What follows belongs to an exercise in optimizing a design on an open flow for small area; a production flow would make more cautious choices. Where RTL was checked, it was by simulation tests only, not by an equivalence proof against the original. Power and IR drop assume default switching activity.

==> module regfile_sb, before the edit <==
module regfile_sb
#(
  parameter  int DATA_W = rv_regfile_pkg::DEF_DATA_W,
  parameter  int DEPTH  = rv_regfile_pkg::DEF_DEPTH,
  parameter  int NUM_RD = 2,
  localparam int AW     = rv_regfile_pkg::calc_aw(DEPTH)
) (
  input  logic                     clk,
  input  logic                     reset,
  input  logic                     we,
  input  logic [AW-1:0]            wr_addr,
  input  logic [DATA_W-1:0]        wr_data,
  input  logic [NUM_RD*AW-1:0]     rd_addr,
  output logic [NUM_RD*DATA_W-1:0] rd_data,
  output logic [NUM_RD-1:0]        rd_busy,
  input  logic                     iss_valid,
  input  logic [AW-1:0]            iss_addr,
  output logic [AW:0]              pend_cnt,
  output logic                     all_clear
);
  logic [DEPTH-1:1][DATA_W-1:0] mem_n;
  logic [DEPTH-1:1]             pend_n;
  logic [DEPTH-1:1]             setr, clr_n, wen;
  logic [AW:0]                  cnt_q;
  logic [DATA_W-1:0]            wd_n;
  always_comb begin
    for (int r = 1; r < DEPTH; r++) begin
      setr[r]  = !reset && iss_valid && (iss_addr == AW'(r));
      clr_n[r] = !(we && (wr_addr == AW'(r)));
      wen[r]   = reset || !clr_n[r];
    end
  end
  regfile_sb_pend #(.DEPTH(DEPTH), .AW(AW)) u_pend (
    .clk       (clk),
    .reset     (reset),
    .setr      (setr),
    .clr_n     (clr_n),
    .wen       (wen),
    .iss_valid (iss_valid),
    .iss_addr  (iss_addr),
    .wr_addr   (wr_addr),
    .pend_n    (pend_n),
    .pend_cnt  (cnt_q)
  );
  assign wd_n = ~wr_data | {DATA_W{reset}};
  for (genvar r = 1; r < DEPTH; r++) begin : g_reg
    always_ff @(posedge clk) begin
      if (wen[r])
        mem_n[r] <= wd_n;
    end
  end
  assign pend_cnt  = reset ? '0 : cnt_q;
  assign all_clear = (pend_cnt == '0);
  for (genvar i = 0; i < NUM_RD; i++) begin : g_rd
    logic [AW-1:0]    a;
    logic [DEPTH-1:1] sel_n;
    assign a = rd_addr[i*AW +: AW];
    always_comb begin
      for (int r = 1; r < DEPTH; r++)
        sel_n[r] = reset || (a != AW'(r));
    end
    for (genvar k = 0; k <= DATA_W; k++) begin : g_bit
      logic [DEPTH-1:1] col;
      logic             y;
      for (genvar r = 1; r < DEPTH; r++) begin : g_col
        if (k < DATA_W) begin : g_d
          assign col[r] = mem_n[r][k];
        end else begin : g_b
          assign col[r] = pend_n[r];
        end
      end
      regfile_sb_oa31 u_oa (.dn(col), .sn(sel_n), .y(y));
      if (k < DATA_W) begin : g_od
        assign rd_data[i*DATA_W + k] = y;
      end else begin : g_ob
        assign rd_busy[i] = y;
      end
    end
  end
endmodule
Settings: LEC_CHECK=0, CAP_MARGIN=20, CORE_MARGIN=2, CORE_UTILIZATION=40, SETUP_SLACK_MARGIN=0.3, SLEW_MARGIN=20, SYNTH_HIERARCHICAL=1, SYNTH_MINIMUM_KEEP_SIZE=0; clock period 4.7 ns.
standard.sh (not shown) runs the stock make flow with config.mk's settings and CLKGATE_MAP_FILE= SYNTH_SCRIPT=/design/flow/synth_recipe.tcl, a recipe that flattens the netlist after the stock synthesis.
==> flow/flow/run.sh <==
#!/bin/bash
set -e
export CTS_ARGS="-sink_clustering_enable -repair_clock_nets -dont_use_dummy_load -buf_list {sky130_fd_sc_hd__clkbuf_16} -sink_clustering_size 25 -sink_clustering_max_diameter 150"
export GPL_KEEP_OVERFLOW=0
export BUFFER_PORTS_ARGS="-buffer_cell sky130_fd_sc_hd__buf_2"
bash standard.sh > standard.log 2>&1
Next try:
--- a/flow/design.v
+++ b/flow/design.v
@@ -63,48 +63,52 @@
   output logic [AW:0]              pend_cnt,
   output logic                     all_clear
 );
   logic [DEPTH-1:1][DATA_W-1:0] mem_n;
   logic [DEPTH-1:1]             pend_n;
-  logic [DEPTH-1:1]             setr, clr_n, wen;
+  logic [DEPTH-1:1]             setr, clr_n;
+  logic [1:0][DEPTH-1:1]        wen;
   logic [AW:0]                  cnt_q;
   logic [DATA_W-1:0]            wd_n;
   always_comb begin
     for (int r = 1; r < DEPTH; r++) begin
       setr[r]  = !reset && iss_valid && (iss_addr == AW'(r));
       clr_n[r] = !(we && (wr_addr == AW'(r)));
-      wen[r]   = reset || !clr_n[r];
-    end
+    end
+  end
+  for (genvar h = 0; h < 2; h++) begin : g_wen
+    regfile_sb_wen #(.DEPTH(DEPTH)) u_wen (.clr_n(clr_n), .reset(reset), .wen(wen[h]));
   end
   regfile_sb_pend #(.DEPTH(DEPTH), .AW(AW)) u_pend (
     .clk       (clk),
     .reset     (reset),
     .setr      (setr),
     .clr_n     (clr_n),
-    .wen       (wen),
+    .wen       (wen[1]),
     .iss_valid (iss_valid),
     .iss_addr  (iss_addr),
     .wr_addr   (wr_addr),
     .pend_n    (pend_n),
     .pend_cnt  (cnt_q)
   );
   assign wd_n = ~wr_data | {DATA_W{reset}};
   for (genvar r = 1; r < DEPTH; r++) begin : g_reg
     always_ff @(posedge clk) begin
-      if (wen[r])
-        mem_n[r] <= wd_n;
+      if (wen[0][r])
+        mem_n[r][DATA_W/2-1:0] <= wd_n[DATA_W/2-1:0];
+      if (wen[1][r])
+        mem_n[r][DATA_W-1:DATA_W/2] <= wd_n[DATA_W-1:DATA_W/2];
     end
   end
   assign pend_cnt  = reset ? '0 : cnt_q;
   assign all_clear = (pend_cnt == '0);
   for (genvar i = 0; i < NUM_RD; i++) begin : g_rd
     logic [AW-1:0]    a;
-    logic [DEPTH-1:1] sel_n;
+    logic [1:0][DEPTH-1:1] sel_n;
     assign a = rd_addr[i*AW +: AW];
-    always_comb begin
-      for (int r = 1; r < DEPTH; r++)
-        sel_n[r] = reset || (a != AW'(r));
+    for (genvar h = 0; h < 2; h++) begin : g_sel
+      regfile_sb_rdec #(.DEPTH(DEPTH), .AW(AW)) u_dec (.a(a), .reset(reset), .sel_n(sel_n[h]));
     end
     for (genvar k = 0; k <= DATA_W; k++) begin : g_bit
       logic [DEPTH-1:1] col;
       logic             y;
       for (genvar r = 1; r < DEPTH; r++) begin : g_col
@@ -112,11 +116,11 @@
           assign col[r] = mem_n[r][k];
         end else begin : g_b
           assign col[r] = pend_n[r];
         end
       end
-      regfile_sb_oa31 u_oa (.dn(col), .sn(sel_n), .y(y));
+      regfile_sb_oa31 u_oa (.dn(col), .sn(sel_n[k >= DATA_W/2]), .y(y));
       if (k < DATA_W) begin : g_od
         assign rd_data[i*DATA_W + k] = y;
       end else begin : g_ob
         assign rd_busy[i] = y;
       end
@@ -214,5 +218,29 @@
   input  logic a, b, c,
   output logic y
 );
   assign y = a || b || c;
 endmodule
+module regfile_sb_rdec
+#(
+  parameter int DEPTH = rv_regfile_pkg::DEF_DEPTH,
+  parameter int AW    = rv_regfile_pkg::calc_aw(DEPTH)
+) (
+  input  logic [AW-1:0]    a,
+  input  logic             reset,
+  output logic [DEPTH-1:1] sel_n
+);
+  always_comb begin
+    for (int r = 1; r < DEPTH; r++)
+      sel_n[r] = reset || (a != AW'(r));
+  end
+endmodule
+module regfile_sb_wen
+#(
+  parameter int DEPTH = rv_regfile_pkg::DEF_DEPTH
+) (
+  input  logic [DEPTH-1:1] clr_n,
+  input  logic             reset,
+  output logic [DEPTH-1:1] wen
+);
+  assign wen = ~clr_n | {(DEPTH-1){reset}};
+endmodule
Result:
- The changed run completed with no timing, DRC or antenna violations
- non-clock buffer count shrinks by 62
- combinational power decreases by about 7%
- cell area stays flat
- die area went up by 1.7%
- routed wire length went down by 14%
- clock power drops by about 1%
No functional check of the RTL was part of the second run of this note.

========
Another version of the RTL of regfile_sb (not shown whole).
Size: about 1000 flip-flops, roughly 130 I/O pins.
// regfile_sb
module regfile_sb
#(
  parameter  int DATA_W = rv_regfile_pkg::DEF_DATA_W,
  parameter  int DEPTH  = rv_regfile_pkg::DEF_DEPTH,
  parameter  int NUM_RD = 2,
  localparam int AW     = rv_regfile_pkg::calc_aw(DEPTH)
) (
  input  logic                     clk,
  input  logic                     reset,
  input  logic                     we,
  input  logic [AW-1:0]            wr_addr,
  input  logic [DATA_W-1:0]        wr_data,
  input  logic [NUM_RD*AW-1:0]     rd_addr,
  output logic [NUM_RD*DATA_W-1:0] rd_data,
  output logic [NUM_RD-1:0]        rd_busy,
  input  logic                     iss_valid,
  input  logic [AW-1:0]            iss_addr,
  output logic [AW:0]              pend_cnt,
  output logic                     all_clear
);
==> module regfile_sb, before the edit <==
module regfile_sb
#(
  parameter  int DATA_W = rv_regfile_pkg::DEF_DATA_W,
  parameter  int DEPTH  = rv_regfile_pkg::DEF_DEPTH,
  parameter  int NUM_RD = 2,
  localparam int AW     = rv_regfile_pkg::calc_aw(DEPTH)
) (
  input  logic                     clk,
  input  logic                     reset,
  input  logic                     we,
  input  logic [AW-1:0]            wr_addr,
  input  logic [DATA_W-1:0]        wr_data,
  input  logic [NUM_RD*AW-1:0]     rd_addr,
  output logic [NUM_RD*DATA_W-1:0] rd_data,
  output logic [NUM_RD-1:0]        rd_busy,
  input  logic                     iss_valid,
  input  logic [AW-1:0]            iss_addr,
  output logic [AW:0]              pend_cnt,
  output logic                     all_clear
);
  logic [DEPTH-1:1][DATA_W-1:0] mem_n;
  logic [DEPTH-1:1]             pend_n;
  logic [DEPTH-1:1]             setr, clr_n, wen;
  logic [AW:0]                  cnt_q;
  logic [DATA_W-1:0]            wd_n;
  logic                         rst_n;
  always_comb begin
    for (int r = 1; r < DEPTH; r++) begin
      setr[r]  = !reset && iss_valid && (iss_addr == AW'(r));
      clr_n[r] = !(we && (wr_addr == AW'(r)));
    end
  end
  regfile_sb_inv u_rst_n (.a(reset), .y(rst_n));
  for (genvar r = 1; r < DEPTH; r++) begin : g_wen
    regfile_sb_nand2 u_wen (.a(clr_n[r]), .b(rst_n), .y(wen[r]));
  end
  regfile_sb_pend #(.DEPTH(DEPTH), .AW(AW)) u_pend (
    .clk       (clk),
    .reset     (reset),
    .setr      (setr),
    .clr_n     (clr_n),
    .wen       (wen),
    .iss_valid (iss_valid),
    .iss_addr  (iss_addr),
    .wr_addr   (wr_addr),
    .pend_n    (pend_n),
    .pend_cnt  (cnt_q)
  );
  for (genvar k = 0; k < DATA_W; k++) begin : g_wd
    regfile_sb_nand2 u_wd (.a(wr_data[k]), .b(rst_n), .y(wd_n[k]));
  end
  for (genvar r = 1; r < DEPTH; r++) begin : g_reg
    always_ff @(posedge clk) begin
      if (wen[r])
        mem_n[r] <= wd_n;
    end
  end
  assign pend_cnt  = reset ? '0 : cnt_q;
  assign all_clear = (pend_cnt == '0);
  for (genvar i = 0; i < NUM_RD; i++) begin : g_rd
    logic [AW-1:0]    a;
    logic [DEPTH-1:1] sel_n;
    assign a = rd_addr[i*AW +: AW];
    always_comb begin
      for (int r = 1; r < DEPTH; r++)
        sel_n[r] = reset || (a != AW'(r));
    end
    for (genvar k = 0; k <= DATA_W; k++) begin : g_bit
      logic [DEPTH-1:1] col;
      logic             y;
      for (genvar r = 1; r < DEPTH; r++) begin : g_col
        if (k < DATA_W) begin : g_d
          assign col[r] = mem_n[r][k];
        end else begin : g_b
          assign col[r] = pend_n[r];
        end
      end
      regfile_sb_oa31 u_oa (.dn(col), .sn(sel_n), .y(y));
      if (k < DATA_W) begin : g_od
        assign rd_data[i*DATA_W + k] = y;
      end else begin : g_ob
        assign rd_busy[i] = y;
      end
    end
  end
endmodule
==> module regfile_sb_inv, before the edit <==
module regfile_sb_inv (
  input  logic a,
  output logic y
);
  assign y = !a;
endmodule
clock: 4.7 ns
lec_check: 0
cap_margin: 20
core_margin: 2
core_utilization: 50
setup_slack_margin: 0.25
slew_margin: 20
synth_hierarchical: 1
synth_minimum_keep_size: 0
==> flow/flow/run.sh <==
#!/bin/bash
set -e
export CTS_ARGS="-sink_clustering_enable -repair_clock_nets -dont_use_dummy_load -buf_list {sky130_fd_sc_hd__clkbuf_16} -sink_clustering_size 25 -sink_clustering_max_diameter 150"
export BUFFER_PORTS_ARGS="-buffer_cell sky130_fd_sc_hd__buf_1"
bash standard.sh > standard.log 2>&1
The baseline went through all stages and came out clean.
Then changed:
--- a/flow/design.v
+++ b/flow/design.v
@@ -67,18 +67,14 @@
   logic [DEPTH-1:1]             pend_n;
   logic [DEPTH-1:1]             setr, clr_n, wen;
   logic [AW:0]                  cnt_q;
   logic [DATA_W-1:0]            wd_n;
-  logic                         rst_n;
   always_comb begin
     for (int r = 1; r < DEPTH; r++) begin
       setr[r]  = !reset && iss_valid && (iss_addr == AW'(r));
       clr_n[r] = !(we && (wr_addr == AW'(r)));
-    end
-  end
-  regfile_sb_inv u_rst_n (.a(reset), .y(rst_n));
-  for (genvar r = 1; r < DEPTH; r++) begin : g_wen
-    regfile_sb_nand2 u_wen (.a(clr_n[r]), .b(rst_n), .y(wen[r]));
+      wen[r]   = reset || !clr_n[r];
+    end
   end
   regfile_sb_pend #(.DEPTH(DEPTH), .AW(AW)) u_pend (
     .clk       (clk),
     .reset     (reset),
@@ -90,11 +86,9 @@
     .wr_addr   (wr_addr),
     .pend_n    (pend_n),
     .pend_cnt  (cnt_q)
   );
-  for (genvar k = 0; k < DATA_W; k++) begin : g_wd
-    regfile_sb_nand2 u_wd (.a(wr_data[k]), .b(rst_n), .y(wd_n[k]));
-  end
+  assign wd_n = ~wr_data | {DATA_W{reset}};
   for (genvar r = 1; r < DEPTH; r++) begin : g_reg
     always_ff @(posedge clk) begin
       if (wen[r])
         mem_n[r] <= wd_n;
@@ -221,10 +215,4 @@
   output logic y
 );
   assign y = a || b || c;
 endmodule
-module regfile_sb_inv (
-  input  logic a,
-  output logic y
-);
-  assign y = !a;
-endmodule
=> The new run finished clean; setup slack gains 0.049 ns; final cell count came out lower by 0.40%; clock-buffer cell count is unchanged; sequential share of layout area came out lower by 0.14 points; first-iteration DRC count rose by 21%; via count is higher by 1.6%; utilization decreases by 0.50 points; critical path depth does not change.

========
Setup of rev 12:
RTL: one of the versions met above, not the one the previous note started from.
Size in the first run: roughly 2900 cells after synthesis, ~130 I/O pins, roughly 42000 um^2 of cells after synthesis.
export LEC_CHECK = 0
export CAP_MARGIN = 20
export CORE_MARGIN = 2
export CORE_UTILIZATION = 60
export SETUP_SLACK_MARGIN = 0.1
export SLEW_MARGIN = 20
export SYNTH_HIERARCHICAL = 1
export SYNTH_MINIMUM_KEEP_SIZE = 0
create_clock -name core_clock -period 4.7 [get_ports {clk}]
==> flow/flow/run.sh <==
#!/bin/bash
set -e
export CTS_ARGS="-sink_clustering_enable -repair_clock_nets -dont_use_dummy_load -buf_list {sky130_fd_sc_hd__clkbuf_16} -sink_clustering_size 20 -sink_clustering_max_diameter 120"
export BUFFER_PORTS_ARGS="-buffer_cell sky130_fd_sc_hd__buf_2"
bash standard.sh > standard.log 2>&1
Rev 12 | status: complete | timing, DRC, antenna: pass
The following lists how rev 13 was set up differently from rev 12:
==> flow/design.v, changed modules only <==
module regfile_sb
#(
  parameter  int DATA_W = rv_regfile_pkg::DEF_DATA_W,
  parameter  int DEPTH  = rv_regfile_pkg::DEF_DEPTH,
  parameter  int NUM_RD = 2,
  localparam int AW     = rv_regfile_pkg::calc_aw(DEPTH)
) (
  input  logic                     clk,
  input  logic                     reset,
  input  logic                     we,
  input  logic [AW-1:0]            wr_addr,
  input  logic [DATA_W-1:0]        wr_data,
  input  logic [NUM_RD*AW-1:0]     rd_addr,
  output logic [NUM_RD*DATA_W-1:0] rd_data,
  output logic [NUM_RD-1:0]        rd_busy,
  input  logic                     iss_valid,
  input  logic [AW-1:0]            iss_addr,
  output logic [AW:0]              pend_cnt,
  output logic                     all_clear
);
  logic [DEPTH-1:1][DATA_W-1:0] mem_n;
  logic [DEPTH-1:1]             pend_n;
  logic [DEPTH-1:1]             setr, clr_n;
  logic [1:0][DEPTH-1:1]        wen;
  logic [AW:0]                  cnt_q;
  logic [DATA_W-1:0]            wd_n;
  always_comb begin
    for (int r = 1; r < DEPTH; r++) begin
      setr[r]  = !reset && iss_valid && (iss_addr == AW'(r));
      clr_n[r] = !(we && (wr_addr == AW'(r)));
    end
  end
  for (genvar h = 0; h < 2; h++) begin : g_wen
    regfile_sb_wen #(.DEPTH(DEPTH)) u_wen (.clr_n(clr_n), .reset(reset), .wen(wen[h]));
  end
  regfile_sb_pend #(.DEPTH(DEPTH), .AW(AW)) u_pend (
    .clk       (clk),
    .reset     (reset),
    .setr      (setr),
    .clr_n     (clr_n),
    .wen       (wen[1]),
    .iss_valid (iss_valid),
    .iss_addr  (iss_addr),
    .wr_addr   (wr_addr),
    .pend_n    (pend_n),
    .pend_cnt  (cnt_q)
  );
  assign wd_n = ~wr_data | {DATA_W{reset}};
  for (genvar r = 1; r < DEPTH; r++) begin : g_reg
    always_ff @(posedge clk) begin
      if (wen[0][r])
        mem_n[r][DATA_W/2-1:0] <= wd_n[DATA_W/2-1:0];
      if (wen[1][r])
        mem_n[r][DATA_W-1:DATA_W/2] <= wd_n[DATA_W-1:DATA_W/2];
    end
  end
  assign pend_cnt  = reset ? '0 : cnt_q;
  assign all_clear = (pend_cnt == '0);
  for (genvar i = 0; i < NUM_RD; i++) begin : g_rd
    logic [AW-1:0]    a;
    logic [1:0][DEPTH-1:1] sel_n;
    assign a = rd_addr[i*AW +: AW];
    for (genvar h = 0; h < 2; h++) begin : g_sel
      regfile_sb_rdec #(.DEPTH(DEPTH), .AW(AW)) u_dec (.a(a), .reset(reset), .sel_n(sel_n[h]));
    end
    for (genvar k = 0; k <= DATA_W; k++) begin : g_bit
      logic [DEPTH-1:1] col;
      logic             y;
      for (genvar r = 1; r < DEPTH; r++) begin : g_col
        if (k < DATA_W) begin : g_d
          assign col[r] = mem_n[r][k];
        end else begin : g_b
          assign col[r] = pend_n[r];
        end
      end
      regfile_sb_oa31 u_oa (.dn(col), .sn(sel_n[k >= DATA_W/2]), .y(y));
      if (k < DATA_W) begin : g_od
        assign rd_data[i*DATA_W + k] = y;
      end else begin : g_ob
        assign rd_busy[i] = y;
      end
    end
  end
endmodule
module regfile_sb_rdec
#(
  parameter int DEPTH = rv_regfile_pkg::DEF_DEPTH,
  parameter int AW    = rv_regfile_pkg::calc_aw(DEPTH)
) (
  input  logic [AW-1:0]    a,
  input  logic             reset,
  output logic [DEPTH-1:1] sel_n
);
  always_comb begin
    for (int r = 1; r < DEPTH; r++)
      sel_n[r] = reset || (a != AW'(r));
  end
endmodule
module regfile_sb_wen
#(
  parameter int DEPTH = rv_regfile_pkg::DEF_DEPTH
) (
  input  logic [DEPTH-1:1] clr_n,
  input  logic             reset,
  output logic [DEPTH-1:1] wen
);
  assign wen = ~clr_n | {(DEPTH-1){reset}};
endmodule
--- outcome ---
- Between rev 13 and rev 12, it is rev 13 whose routing usage on met2 is higher, by 0.16 points.
- The lower routability congestion estimate of rev 12 and rev 13 is in rev 12.
- Taking rev 12 as the reference point, the area after synthesis of rev 13 rises by 1.7%.
- Of the two candidates, rev 12 has the worse first-pass GRT wire length and rev 13 the better one.
- Side by side, share of total power in combinational logic turned out higher in rev 13 than in rev 12.
- Per the comparison of rev 13 with rev 12, final cycle utilization of the critical path now larger, post-layout worst setup margin decreased 0.040 ns, net count after synthesis rose by about 4%, slack of the worst reg-to-reg path went down by 0.20 ns.
- Rev 13 vs rev 12 — power climbed slightly
- Endpoint arrival time on the critical path: rev 12 and rev 13 compared, lower one is rev 12
- Rev 12 ended up with fewer cell instances than rev 13 did.
Only the layout flow was run in rev 13; the RTL was not checked for function there.

-- what the ideal ports hide --
Ports are ideal in the flow. The routed layouts listed here were re-timed in OpenROAD. Step 1 sets driving cells, clkbuf_16 on the clock port and buf_2 on the other inputs (assumed; they add their load-dependent delay and slew). Step 2 also shifts input and output timing later by t, the mid clock arrival at the registers, as if the neighbouring blocks saw the same clock. a / b / c = ideal / step 1 / step 2; a / b = the first two.
run	t, ns	slack for setup (ns)	slew at the worst register clock pin (ns)
the first run of note 1	0.683	0.127 / 0.089 / -0.027	0.12 / 0.12
the second run of note 1	0.689	0.198 / 0.174 / 0.084	0.11 / 0.11
the first run of note 2	0.674	0.173 / 0.152 / 0.152	0.12 / 0.12
the second run of note 2	0.700	0.222 / 0.195 / 0.120	0.11 / 0.11
rev 12	0.709	0.053 / 0.028 / 0.028	0.09 / 0.09
rev 13	0.711	0.013 / -0.015 / -0.015	0.09 / 0.09
Met with ideal ports but missed after step 2: setup timing in the first run of note 1 and rev 13. The setup slack of the first run of note 1, which loses most, moves by -0.038 ns with the drivers and by -0.154 ns with both steps.
